This is an optimization exercise on Yosys and OpenROAD, whose aim is small area, a short achievable clock period and few clock cycles per item, not a production implementation. At most, simulation tests tie the RTL to the original design; equivalence was not proved. No activity file was given, so power comes from the tool's default toggle rates.

Design dual_mode_word_queue, start of the top module:
module dual_mode_word_queue #(
  parameter int DEPTH      = 16,
  parameter int WORD_WIDTH = 32
) (
  input  logic                           clk,
  input  logic                           rst,
  input  logic                           cfg_we,
  input  logic [dmwq_pkg::CFG_IDX_W-1:0] cfg_index,
  input  logic [dmwq_pkg::CAP_W-1:0]     cfg_data,
  input  logic                           in_valid,
  output logic                           in_ready,
  input  logic [1:0]                     kind,
  input  logic [WORD_WIDTH-1:0]          data_word,
  input  logic [3:0]                     position,
  output logic                           out_valid,
  input  logic                           out_ready,
  output logic [2:0]                     status,
  output logic [WORD_WIDTH-1:0]          read_word,
  output logic [dmwq_pkg::CAP_W-1:0]     count,
  output logic                           full_res,
  output logic                           empty_res
);
Settings: LEC_CHECK=0, ABC_CLOCK_PERIOD_IN_PS=2000, CAP_MARGIN=20, CORE_MARGIN=2, CORE_UTILIZATION=40, CTS_CLUSTER_DIAMETER=60, CTS_CLUSTER_SIZE=30, SETUP_SLACK_MARGIN=2.75, SLEW_MARGIN=20; clock period 5.0 ns.
run.sh (not shown) runs the stock make flow with config.mk's settings and CLKGATE_MAP_FILE= SYNTH_SCRIPT=/design/flow/synth_recipe.tcl, a recipe that flattens the netlist after the stock synthesis.
Testbench counts at the start, summed over its fixed seeds: cycles 10,915, items 10,787.
Rerun with:
SYNTH_HIERARCHICAL = 1   (was default)
SYNTH_MINIMUM_KEEP_SIZE = 0   (was default)
Worst setup slack degrades by 0.030 ns; total power decreases by 1.9%; wire length fell by 4.6%; core utilization is lower by 0.93 points; global-route usage shrinks by 1.8 points; combinational power shrinks by about 3%; area after synthesis climbs by 2.0%; cell count climbs by 2.2%; die area increases by 2.0%.
Rerun with:
SETUP_SLACK_MARGIN = 2.85   (was 2.75)
SYNTH_HIERARCHICAL = default   (was 1)
SYNTH_MINIMUM_KEEP_SIZE = default   (was 0)
After rerunning: Clock power grows by 7.6%. Power climbs by 3.3%. Via count came out higher by 3.4%. Sequential cell count is unchanged. Non-clock buffer count grows by 34. Maximum frequency rose by 3.6%.
Rerun with:
CTS_CLUSTER_DIAMETER = default   (was 60)
CTS_CLUSTER_SIZE = default   (was 30)
SETUP_SLACK_MARGIN = 2.75   (was 2.85)
=> Clock power is higher by 24%; utilization rose by 0.24 points; critical path depth stays the same; via count barely changes; die area does not change; global-route usage goes down by 0.43 points.
Rerun with:
SETUP_SLACK_MARGIN = 2.6   (was 2.75)
SYNTH_HIERARCHICAL = 1   (was default)
SYNTH_MINIMUM_KEEP_SIZE = 0   (was default)
=> Via count went down by a few percent; clock power went down by a few percent; synthesized area went up by a few percent; worst setup slack loses 0.20 ns; global-route usage went down by 1.6 points; wire length went down by a few percent; total power went down by a few percent.
Rerun with:
CORE_UTILIZATION = 45   (was 40)
SETUP_SLACK_MARGIN = 2.75   (was 2.6)
The new run completed with no timing, DRC or antenna violations.
Fmax increases by a little under a tenth.
Worst hold slack improves by 0.024 ns.
Die area came out lower by roughly a tenth.
Total power rises slightly.
Worst setup slack gains 0.16 ns.
Count of clock-buffer cells in the layout grows by 10.
Area after synthesis stays the same.
Design area increases by a few percent.

---

## tundra
Another version of the RTL of dual_mode_word_queue (not shown whole).
For scale: ~1,500 cells after synthesis, about 600 flip-flops, roughly 94 I/O pins.
Settings: LEC_CHECK=0, ABC_CLOCK_PERIOD_IN_PS=2000, CAP_MARGIN=20, CORE_MARGIN=2, CORE_UTILIZATION=40, SETUP_SLACK_MARGIN=2.7, SLEW_MARGIN=20, SYNTH_HIERARCHICAL=1, SYNTH_MINIMUM_KEEP_SIZE=0; clock period 5.0 ns.
tundra: flow completed, timing, DRC and antenna clean
Testbench counts of tundra, summed over its fixed seeds: cycles 10,851, items 10,787.
For indigo, these inputs were changed with respect to tundra:
# tundra
export LEC_CHECK = 0
export ABC_CLOCK_PERIOD_IN_PS = 2000
export CAP_MARGIN = 20
export CORE_MARGIN = 2
export CORE_UTILIZATION = 40
export SETUP_SLACK_MARGIN = 2.7
export SLEW_MARGIN = 20
export SYNTH_HIERARCHICAL = 1
export SYNTH_MINIMUM_KEEP_SIZE = 0
create_clock -name core_clock -period 5.0 [get_ports {clk}]
# indigo
export LEC_CHECK = 0
export ABC_CLOCK_PERIOD_IN_PS = 2000
export CAP_MARGIN = 20
export CORE_MARGIN = 2
export CORE_UTILIZATION = 40
export SETUP_SLACK_MARGIN = 2.9
export SLEW_MARGIN = 20
export SYNTH_HIERARCHICAL = 1
export SYNTH_MINIMUM_KEEP_SIZE = 0
create_clock -name core_clock -period 5.0 [get_ports {clk}]
--- outcome ---
- indigo: flow completed, timing, DRC and antenna clean
- Est. power | indigo vs tundra | indigo lower
- In the flow results for indigo and tundra, the worst hold slack is larger on indigo.
- indigo: met3 usage is 1.0 points higher than what tundra reported.

---

## build 34
Another version of the RTL of dual_mode_word_queue (not shown whole).
For scale: roughly 1600 cells after synthesis, ~590 flip-flops, about 94 I/O pins, ~0.024 mm^2 of cells after synthesis.
clock: 5.0 ns
lec_check: 0
cap_margin: 20
core_margin: 2
core_utilization: 40
slew_margin: 20
Input changes introduced in build 82 (baseline for comparison: build 34):
Settings: ABC_CLOCK_PERIOD_IN_PS: unset -> 2000; SETUP_SLACK_MARGIN: unset -> 3.0.
==> comparison <==
Wire length on met2 (higher): build 82. Total power after layout: build 82 vs build 34 up 5.5%. Build 82 against build 34: sequential share of layout area saw a decrease; post-synthesis sequential area ratio saw little to no change.
No functional check of the RTL was part of any run of this note.

---

Setup of run A:
RTL: one of the versions met above, not the one the previous note started from.
Size in the first run: ~1400 cells after synthesis, roughly 94 I/O pins, ~25000 sq um of cells after synthesis.
clock: 5.0 ns
lec_check: 0
abc_clock_period_in_ps: 2000
cap_margin: 20
core_margin: 2
core_utilization: 40
setup_slack_margin: 2.8
slew_margin: 20
synth_hierarchical: 1
synth_minimum_keep_size: 0
Testbench counts of run A, summed over its fixed seeds: cycles 10,915, items 10,787.
The inputs of run B differ from those of run A as listed below.
Settings: a change of SETUP_SLACK_MARGIN from 2.8 to 2.7.
Notes after the runs:
- Synthesis-to-layout area growth was lower in run B than in run A.
- Run A leaves more setup margin than run B.
- The maximum fanout encountered on the critical timing path reported for run B is greater than that of run A by 8.
- In run B the global-route usage turned out 1.2 points lower than in run A.
- As far as count of nets left with antenna violations after detail routing goes, run B and run A are indistinguishable; the numbers are identical.
- Aggregate routed wire length down 5.0% in run B wrt run A
Modified inputs, run C compared to run B
Settings: swapping 2.7 for 2.75 in SETUP_SLACK_MARGIN; swapping 40 for 50 in CORE_UTILIZATION.
Results
Run B and run C ended up with nearly the same multi-input gate share of total cell area.
Diff run C..run B | number of enable flip-flop cells after synthesis | unchanged
Number of buffers created by CTS: run C < run B
Delta(share of total power in sequential cells, run C - run B) < 0
Run B -> run C: multiplexer share of the synthesized area delta 0, exact match
Run C vs run B, pre-CTS setup slack went down by 0.32 ns.
Summary of the comparison: area added between synthesis and finish is higher in run C, relative to run B.
Diff run B and run C: wire length higher in run B
Compared with run B, in run C switching power comparable, met3 demand-to-capacity share in global routing now larger.
The inputs of run D differ from those of run C as listed below.
Settings: CTS_CLUSTER_DIAMETER: unset -> 60; SYNTH_MINIMUM_KEEP_SIZE: 0 -> unset; SYNTH_HIERARCHICAL: 1 -> unset; CTS_CLUSTER_SIZE: unset -> 30; SETUP_SLACK_MARGIN: 2.75 -> 2.8; CORE_UTILIZATION: 50 -> 40.
Results
Relative to run C, the total number of vias of run D is higher by 183.
Between run C and run D, the final-layout fill cell count is lower for run C.
Run D packs its core looser than run C.
Part of the cycle the worst path needs down 0.69 points in run D wrt run C
Diff run C -> run D | met1 wire length | up by a few percent
In the flow results for run C and run D, the well-tap cell count is larger on run D.

what the ideal ports hide:
The results above use ideal ports. As a check the final layouts listed here were re-extracted and re-timed, cells and wires unchanged. Step 1 (the two cells are an assumption about what drives the block):
set clk [get_ports {clk}]
set_driving_cell -lib_cell sky130_fd_sc_hd__clkbuf_16 $clk
set_driving_cell -lib_cell sky130_fd_sc_hd__buf_2 [delete_from_list [all_inputs] $clk]
Step 2 times the ports against the registers' clock, not the clock port: input delays grow and output delays shrink by t, the midpoint of the rising clock arrivals with the driver on. Slacks: no drivers / after step 1 / after step 2; pairs: no drivers / after step 1.
run	shift t [ns]	slack for setup (ns)	worst setup path after step 2	slew at the worst register clock pin (ns)
the first run of note 1	0.656	2.782 / 2.727 / 2.153	input to register	0.11 / 0.11
the second run of note 1	0.648	2.752 / 2.742 / 2.128	input to register	0.11 / 0.11
the third run of note 1	0.653	2.830 / 2.775 / 2.233	input to register	0.11 / 0.11
the fourth run of note 1	0.653	2.787 / 2.727 / 2.218	input to register	0.07 / 0.07
the fifth run of note 1	0.636	2.589 / 2.576 / 1.985	input to register	0.07 / 0.07
the sixth run of note 1	0.655	2.750 / 2.716 / 2.166	input to register	0.06 / 0.06
tundra	0.687	2.480 / 2.500 / 1.813	input to register	0.07 / 0.07
indigo	0.697	2.411 / 2.411 / 1.766	input to register	0.07 / 0.07
build 34	0.681	1.188 / 1.218 / 0.536	input to register	0.07 / 0.07
build 82	0.695	1.902 / 1.921 / 1.226	input to register	0.08 / 0.08
run A	0.688	2.762 / 2.700 / 2.226	input to register	0.07 / 0.07
run B	0.637	2.738 / 2.697 / 2.135	input to register	0.06 / 0.06
run C	0.634	2.764 / 2.732 / 2.166	input to register	0.06 / 0.06
run D	0.653	2.799 / 2.740 / 2.215	input to register	0.11 / 0.11
After both steps setup and hold are still met in every run listed. For build 82, which loses most, drivers alone change the setup slack by +0.019 ns; drivers and shift together by -0.676 ns.
